Context: an optimization exercise on an open-source flow, tuned for small area, a short achievable clock period and few clock cycles per item. The choices shown serve that exercise and are no tape-out recipe.
RTL that was checked went through simulation tests only; none was proved equivalent to the original.

==> inputs of v23 <==
==> flow/design.v (excerpt) <==
module pe_array_top (
    input  logic                                   clk,
    input  logic                                   rstn,
    input  logic [pe_array_pkg::BEAT_WD-1:0]       beat,
    input  logic                                   beat_valid,
    output logic                                   beat_ready,
    output logic [pe_array_pkg::RESULT_WD-1:0]     result,
    output logic                                   result_valid,
    input  logic                                   result_ready
);
Settings: LEC_CHECK=0, CAP_MARGIN=20, CORE_MARGIN=2, CORE_UTILIZATION=40, SETUP_SLACK_MARGIN=3.0, SLEW_MARGIN=20, SYNTH_HIERARCHICAL=1, SYNTH_MINIMUM_KEEP_SIZE=0, BUFFER_PORTS_ARGS=-buffer_cell sky130_fd_sc_hd__buf_1; clock period 7.5 ns.
standard.sh (not shown) runs the stock make flow with config.mk's settings and CLKGATE_MAP_FILE= SYNTH_SCRIPT=/design/flow/synth_recipe.tcl, a recipe that flattens the netlist after the stock synthesis.
==> flow/flow/run.sh <==
#!/bin/bash
# Own flow: the standard layout (standard.sh, unchanged synthesis and
# steps), with the port buffers that global placement inserts made of
# sky130_fd_sc_hd__buf_1 instead of the default delay-buffer cell. Every
# input and output port still gets its own buffer.
set -euo pipefail
echo "export BUFFER_PORTS_ARGS = -buffer_cell sky130_fd_sc_hd__buf_1" >> config.mk
bash standard.sh finish > standard.log 2>&1
==> v12 (differences from v23) <==
--- a/flow/design.v
+++ b/flow/design.v
@@ -31,14 +31,16 @@
     output logic acc_clr,       
     output logic acc_hold       
 );
     logic done;                 
     logic in_vld;               
     logic in_last;              
-    assign acc_hold     = done & ~result_ready;
-    assign in_hold      = in_vld & acc_hold;
+    logic stall;                
+    assign stall        = done & ~result_ready;
+    assign acc_hold     = stall | ~in_vld;
+    assign in_hold      = in_vld & stall;
     assign beat_ready   = ~in_hold;
     assign beat_fire    = beat_valid & beat_ready;
     assign result_valid = done;
     always_ff @(posedge clk or negedge rstn) begin
         if (!rstn) begin
             in_vld  <= 1'b0;
@@ -50,13 +52,13 @@
             acc_clr <= beat_fire & first;
         end
     end
     always_ff @(posedge clk or negedge rstn) begin
         if (!rstn) begin
             done <= 1'b0;
-        end else if (in_vld & in_last & ~acc_hold) begin
+        end else if (in_vld & in_last & ~stall) begin
             done <= 1'b1;                  
         end else if (result_ready) begin
             done <= 1'b0;                  
         end
     end
 endmodule
@@ -95,25 +97,26 @@
     input  logic [3:0]                                                        nz,
     output logic [pe_array_pkg::ROW_ACC_WD-1:0]                               acc
 );
     localparam int COL_NUM = pe_array_pkg::PE_COL_NUM;
     localparam int F_WD    = pe_array_pkg::FEATURE_WD;
     localparam int A_WD    = pe_array_pkg::ACC_WD;
+    localparam logic [A_WD-1:0] PRE = 18'h10300;
     localparam int SPLIT   = 9;    
     logic [COL_NUM*A_WD-1:0] acc_s;         
     logic [COL_NUM*A_WD-1:0] acc_s_nxt;
     logic [COL_NUM-1:0]      acc_c;         
     logic [COL_NUM-1:0]      acc_c_nxt;
     for (genvar c = 0; c < COL_NUM; c++) begin : g_mac
         pe_mac u_mac (
             .f   (features[F_WD*c +: F_WD]),
             .one (one),
             .two (two),
             .neg (neg),
             .nz  (nz),
-            .a   (acc_s[A_WD*c +: A_WD] & ~{A_WD{acc_clr}}),
+            .a   (acc_clr ? PRE : acc_s[A_WD*c +: A_WD]),
             .ci  (acc_c[c] & ~acc_clr),
             .s   (acc_s_nxt[A_WD*c +: A_WD]),
             .co  (acc_c_nxt[c])
         );
         assign acc[A_WD*c +: A_WD] = {acc_s[A_WD*c + SPLIT +: A_WD - SPLIT] + (A_WD - SPLIT)'(acc_c[c]),
                                       acc_s[A_WD*c +: SPLIT]};
@@ -243,21 +246,12 @@
     logic s34;
     logic c34;
     logic s35;
     logic c35;
     logic s36;
     logic c36;
-    logic s37;
-    logic c37;
-    logic s38;
-    logic c38;
-    logic s39;
-    logic c39;
-    logic s40;
-    logic c40;
-    logic s41;
     assign pp0_0 = (one[0] & f[0]) ^ neg[0];
     assign pp0_1 = ((one[0] & f[1]) | (two[0] & f[0])) ^ neg[0];
     assign pp0_2 = ((one[0] & f[2]) | (two[0] & f[1])) ^ neg[0];
     assign pp0_3 = ((one[0] & f[3]) | (two[0] & f[2])) ^ neg[0];
     assign pp0_4 = ((one[0] & f[4]) | (two[0] & f[3])) ^ neg[0];
     assign pp0_5 = ((one[0] & f[5]) | (two[0] & f[4])) ^ neg[0];
@@ -294,58 +288,47 @@
     pe_ha u_ha0 (.a(neg[2]), .b(pp0_4), .s(s0), .co(c0));
     pe_ha u_ha1 (.a(pp0_5), .b(pp1_3), .s(s1), .co(c1));
     pe_fa u_fa2 (.a(neg[3]), .b(pp0_6), .c(pp1_4), .s(s2), .co(c2));
     pe_ha u_ha3 (.a(pp2_2), .b(pp3_0), .s(s3), .co(c3));
     pe_fa u_fa4 (.a(pp0_7), .b(pp1_5), .c(pp2_3), .s(s4), .co(c4));
     pe_ha u_ha5 (.a(pp3_1), .b(a[7]), .s(s5), .co(c5));
-    assign s6 = 1'b1 ^ pp0_8 ^ pp1_6;
-    assign c6 = (1'b1 & pp0_8) | (1'b1 & pp1_6) | (pp0_8 & pp1_6);
-    pe_fa u_fa7 (.a(pp2_4), .b(pp3_2), .c(a[8]), .s(s7), .co(c7));
-    assign s8 = 1'b1 ^ pp1_7 ^ pp2_5;
-    assign c8 = (1'b1 & pp1_7) | (1'b1 & pp2_5) | (pp1_7 & pp2_5);
-    pe_fa u_fa9 (.a(pp3_3), .b(a[9]), .c(ci), .s(s9), .co(c9));
+    pe_fa u_fa6 (.a(pp0_8), .b(pp1_6), .c(pp2_4), .s(s6), .co(c6));
+    pe_ha u_ha7 (.a(pp3_2), .b(a[8]), .s(s7), .co(c7));
+    pe_fa u_fa8 (.a(pp1_7), .b(pp2_5), .c(pp3_3), .s(s8), .co(c8));
+    pe_ha u_ha9 (.a(a[9]), .b(ci), .s(s9), .co(c9));
     pe_fa u_fa10 (.a(pp1_8), .b(pp2_6), .c(pp3_4), .s(s10), .co(c10));
-    assign s11 = 1'b1 ^ pp2_7;
-    assign c11 = 1'b1 & pp2_7;
-    pe_ha u_ha12 (.a(neg[1]), .b(pp0_2), .s(s12), .co(c12));
-    pe_ha u_ha13 (.a(pp0_3), .b(pp1_1), .s(s13), .co(c13));
-    pe_fa u_fa14 (.a(pp1_2), .b(pp2_0), .c(a[4]), .s(s14), .co(c14));
-    pe_fa u_fa15 (.a(pp2_1), .b(a[5]), .c(c0), .s(s15), .co(c15));
-    pe_fa u_fa16 (.a(a[6]), .b(c1), .c(s3), .s(s16), .co(c16));
-    pe_fa u_fa17 (.a(c3), .b(c2), .c(s5), .s(s17), .co(c17));
-    pe_fa u_fa18 (.a(c5), .b(c4), .c(s6), .s(s18), .co(c18));
-    pe_fa u_fa19 (.a(c6), .b(s8), .c(c7), .s(s19), .co(c19));
-    pe_fa u_fa20 (.a(a[10]), .b(c8), .c(s10), .s(s20), .co(c20));
-    pe_fa u_fa21 (.a(pp3_5), .b(a[11]), .c(s11), .s(s21), .co(c21));
-    pe_fa u_fa22 (.a(pp2_8), .b(pp3_6), .c(a[12]), .s(s22), .co(c22));
-    assign s23 = 1'b1 ^ pp3_7;
-    assign c23 = 1'b1 & pp3_7;
-    pe_ha u_ha24 (.a(neg[0]), .b(pp0_0), .s(s24), .co(c24));
-    pe_ha u_ha25 (.a(pp0_1), .b(a[1]), .s(s25), .co(c25));
-    pe_fa u_fa26 (.a(pp1_0), .b(a[2]), .c(s12), .s(s26), .co(c26));
-    pe_fa u_fa27 (.a(a[3]), .b(c12), .c(s13), .s(s27), .co(c27));
-    pe_fa u_fa28 (.a(c13), .b(s0), .c(s14), .s(s28), .co(c28));
-    pe_fa u_fa29 (.a(s1), .b(c14), .c(s15), .s(s29), .co(c29));
-    pe_fa u_fa30 (.a(s2), .b(c15), .c(s16), .s(s30), .co(c30));
-    pe_fa u_fa31 (.a(s4), .b(c16), .c(s17), .s(s31), .co(c31));
-    pe_fa u_fa32 (.a(s7), .b(c17), .c(s18), .s(s32), .co(c32));
-    pe_fa u_fa33 (.a(s9), .b(c18), .c(s19), .s(s33), .co(c33));
-    pe_fa u_fa34 (.a(c9), .b(c19), .c(s20), .s(s34), .co(c34));
-    pe_fa u_fa35 (.a(c10), .b(s21), .c(c20), .s(s35), .co(c35));
-    pe_fa u_fa36 (.a(c11), .b(s22), .c(c21), .s(s36), .co(c36));
-    pe_fa u_fa37 (.a(a[13]), .b(s23), .c(c22), .s(s37), .co(c37));
-    pe_fa u_fa38 (.a(pp3_8), .b(a[14]), .c(c23), .s(s38), .co(c38));
-    assign s39 = 1'b1 ^ a[15];
-    assign c39 = 1'b1 & a[15];
-    assign s40 = 1'b1 ^ a[16];
-    assign c40 = 1'b1 & a[16];
-    assign s41 = 1'b1 ^ a[17];
+    pe_ha u_ha11 (.a(neg[1]), .b(pp0_2), .s(s11), .co(c11));
+    pe_ha u_ha12 (.a(pp0_3), .b(pp1_1), .s(s12), .co(c12));
+    pe_fa u_fa13 (.a(pp1_2), .b(pp2_0), .c(a[4]), .s(s13), .co(c13));
+    pe_fa u_fa14 (.a(pp2_1), .b(a[5]), .c(c0), .s(s14), .co(c14));
+    pe_fa u_fa15 (.a(a[6]), .b(c1), .c(s3), .s(s15), .co(c15));
+    pe_fa u_fa16 (.a(c3), .b(c2), .c(s5), .s(s16), .co(c16));
+    pe_fa u_fa17 (.a(c5), .b(c4), .c(s7), .s(s17), .co(c17));
+    pe_fa u_fa18 (.a(c7), .b(c6), .c(s9), .s(s18), .co(c18));
+    pe_fa u_fa19 (.a(a[10]), .b(c9), .c(c8), .s(s19), .co(c19));
+    pe_fa u_fa20 (.a(pp2_7), .b(pp3_5), .c(a[11]), .s(s20), .co(c20));
+    pe_ha u_ha21 (.a(pp2_8), .b(pp3_6), .s(s21), .co(c21));
+    pe_ha u_ha22 (.a(neg[0]), .b(pp0_0), .s(s22), .co(c22));
+    pe_ha u_ha23 (.a(pp0_1), .b(a[1]), .s(s23), .co(c23));
+    pe_fa u_fa24 (.a(pp1_0), .b(a[2]), .c(s11), .s(s24), .co(c24));
+    pe_fa u_fa25 (.a(a[3]), .b(c11), .c(s12), .s(s25), .co(c25));
+    pe_fa u_fa26 (.a(c12), .b(s0), .c(s13), .s(s26), .co(c26));
+    pe_fa u_fa27 (.a(s1), .b(c13), .c(s14), .s(s27), .co(c27));
+    pe_fa u_fa28 (.a(s2), .b(c14), .c(s15), .s(s28), .co(c28));
+    pe_fa u_fa29 (.a(s4), .b(c15), .c(s16), .s(s29), .co(c29));
+    pe_fa u_fa30 (.a(s6), .b(c16), .c(s17), .s(s30), .co(c30));
+    pe_fa u_fa31 (.a(s8), .b(c17), .c(s18), .s(s31), .co(c31));
+    pe_fa u_fa32 (.a(s10), .b(c18), .c(s19), .s(s32), .co(c32));
+    pe_fa u_fa33 (.a(c10), .b(s20), .c(c19), .s(s33), .co(c33));
+    pe_fa u_fa34 (.a(a[12]), .b(s21), .c(c20), .s(s34), .co(c34));
+    pe_fa u_fa35 (.a(pp3_7), .b(a[13]), .c(c21), .s(s35), .co(c35));
+    pe_ha u_ha36 (.a(pp3_8), .b(a[14]), .s(s36), .co(c36));
     logic [9:0] s_lo;
-    assign s_lo = {c31, c30, c29, c28, c27, c26, c25, c24, s24} + {s32, s31, s30, s29, s28, s27, s26, s25, a[0]};
+    assign s_lo = {c29, c28, c27, c26, c25, c24, c23, c22, s22} + {s30, s29, s28, s27, s26, s25, s24, s23, a[0]};
     assign co   = s_lo[9];
-    assign s    = {{c40, c39, c38, c37, c36, c35, c34, c33, c32} + {s41, s40, s39, s38, s37, s36, s35, s34, s33}, s_lo[8:0]};
+    assign s    = {{a[17], a[16], c36, c35, c34, c33, c32, c31, c30} + {1'b0, 1'b0, a[15], s36, s35, s34, s33, s32, s31}, s_lo[8:0]};
 endmodule
 module pe_fa (
     input  logic a,
     input  logic b,
     input  logic c,
     output logic s,
@@ -363,13 +346,12 @@
     assign s  = a ^ b;
     assign co = a & b;
 endmodule
 `timescale 1ns/1ps
 module pe_ic_group (
     input  logic                                clk,
-    input  logic                                beat_fire,
     input  logic                                in_hold,
     input  logic                                acc_clr,
     input  logic                                acc_hold,
     input  logic                                grp_vld,
     input  logic [pe_array_pkg::GRP_IN_WD-1:0]  grp_in,
     input  logic [pe_array_pkg::PE_COL_NUM-1:0] col_vld,
@@ -385,13 +367,13 @@
     localparam int ROW_WD  = pe_array_pkg::ROW_ACC_WD;
     logic [H_NUM*FR_WD-1:0] feat_m;
     logic [H_NUM*FR_WD-1:0] feat_q;
     for (genvar h = 0; h < H_NUM; h++) begin : g_fm
         for (genvar c = 0; c < COL_NUM; c++) begin : g_c
             assign feat_m[FR_WD*h + F_WD*c +: F_WD] =
-                grp_in[WS_WD + FR_WD*h + F_WD*c +: F_WD] & {F_WD{beat_fire & grp_vld & col_vld[c]}};
+                grp_in[WS_WD + FR_WD*h + F_WD*c +: F_WD] & {F_WD{grp_vld & col_vld[c]}};
         end
     end
     always_ff @(posedge clk) begin
         if (!in_hold) begin
             feat_q <= feat_m;
         end
@@ -472,13 +454,12 @@
         .first     (first),
         .last      (last)
     );
     for (genvar g = 0; g < GRP_NUM; g++) begin : g_grp
         pe_ic_group u_grp (
             .clk       (clk),
-            .beat_fire (beat_fire),
             .in_hold   (in_hold),
             .acc_clr   (acc_clr),
             .acc_hold  (acc_hold),
             .grp_vld   (beat[g]),
             .grp_in    (beat[GRP_NUM + COL_NUM + IN_WD*g +: IN_WD]),
             .col_vld   (beat[GRP_NUM +: COL_NUM]),    
- SETUP_SLACK_MARGIN: 3.0 -> 3.5
- TNS_END_PERCENT: default -> 10
==> v38 (differences from v23) <==
- SETUP_SLACK_MARGIN: 3.0 -> 2.5
==> summary of the runs <==
- v38 went through all stages and came out clean. v12 completed without violations. v23 completed with no timing, DRC or antenna violations.
- Of v38 and v12, v38 has the higher synthesized cell count (gap 2.4%, measured against v12).
- First-iteration DRC count: v23 > v12 > v38.
- Between v23 and v38, the lower register-to-register slack is in v38 (gap 0.39 ns).
- Sequential share of layout area: v12 < v23 < v38.
- In v38 the synthesized area is larger than in v12, by about 1.8%.
- The highest clock-buffer cell count belongs to v23, the lowest to v12.
- Via count is about the same in v12 and v23.
- Clock skew: v38 > v23 > v12.
- Between v23 and v38, the lower non-clock buffer count is in v38 (gap 437).
==> figures <==
item	v12	v38	v23
Run status	no timing/DRC/antenna violations	no timing/DRC/antenna violations	no timing/DRC/antenna violations
Net Count, Synth	11300	11600	11600
Final design instance area without fill	114000 sq um	108000 sq um	113000 sq um
Latest clock arrival within the worst-skew pair	0.80 ns	0.80 ns	0.79 ns
Largest net degree at the start of global routing	81	140	107
Iteration count of the initial detailed-routing pass	6	5	7
Ratio of layout area to synthesized area	1.160x	1.074x	1.124x
Share of final-layout standard cells stronger than drive strength 1	0.143	0.0532	0.0945
Register share of the cell area	0.212	0.225	0.215
Avg Synthesized Cell Area	10.6 sq um	10.5 sq um	10.5 sq um
Worst hold-check slack	0.493 ns	0.506 ns	0.492 ns
Met1 capacity usage during global routing	0.325	0.301	0.312
Weighted congestion reported at the end of routability-driven placement	0.910	0.928	0.921
Setup slack at placement	2.55 ns	2.41 ns	2.53 ns
Clock Network Area Fraction	0.0311	0.0336	0.0305
Vias in the first global route	78000	76300	77800
Initial core utilization	0.401	0.403	0.403
Inverters excl. clock	323	611	611
Synth Area in Compound Gates	0.129	0.122	0.122
Share of the synthesized netlist area taken by xor and xnor gates	0.160	0.163	0.163
Antenna cells	6	7	10
Cell Count Post-Placement	12500	12800	12800
Testbench counts of v12, summed over its fixed seeds: cycles 10,816, rows 1,200.
No functional check of the RTL was part of v23 and v38.

static timing again, ports no longer ideal:
The flow's constraints put no driver on any port. The routed layouts listed below were extracted and timed again, unchanged, in two steps.
Step 1 assumes that a clkbuf_16 drives the clock port and a buf_2 every other input.
Step 2 also shifts input and output timing later by t, the mid clock arrival at the registers, as if the neighbouring blocks saw the same clock.
Three values: ideal, step 1, step 2; two values: the first two.
run | shift t [ns] | setup WS [ns] | slew at the worst register clock pin (ns)
v23 | 0.854 | 3.077 / 3.077 / 3.077 | 0.07 / 0.07
v12 | 0.871 | 3.391 / 3.355 / 3.391 | 0.07 / 0.07
v38 | 0.849 | 2.682 / 2.682 / 2.682 | 0.07 / 0.07
After both steps every run listed still meets setup and hold.
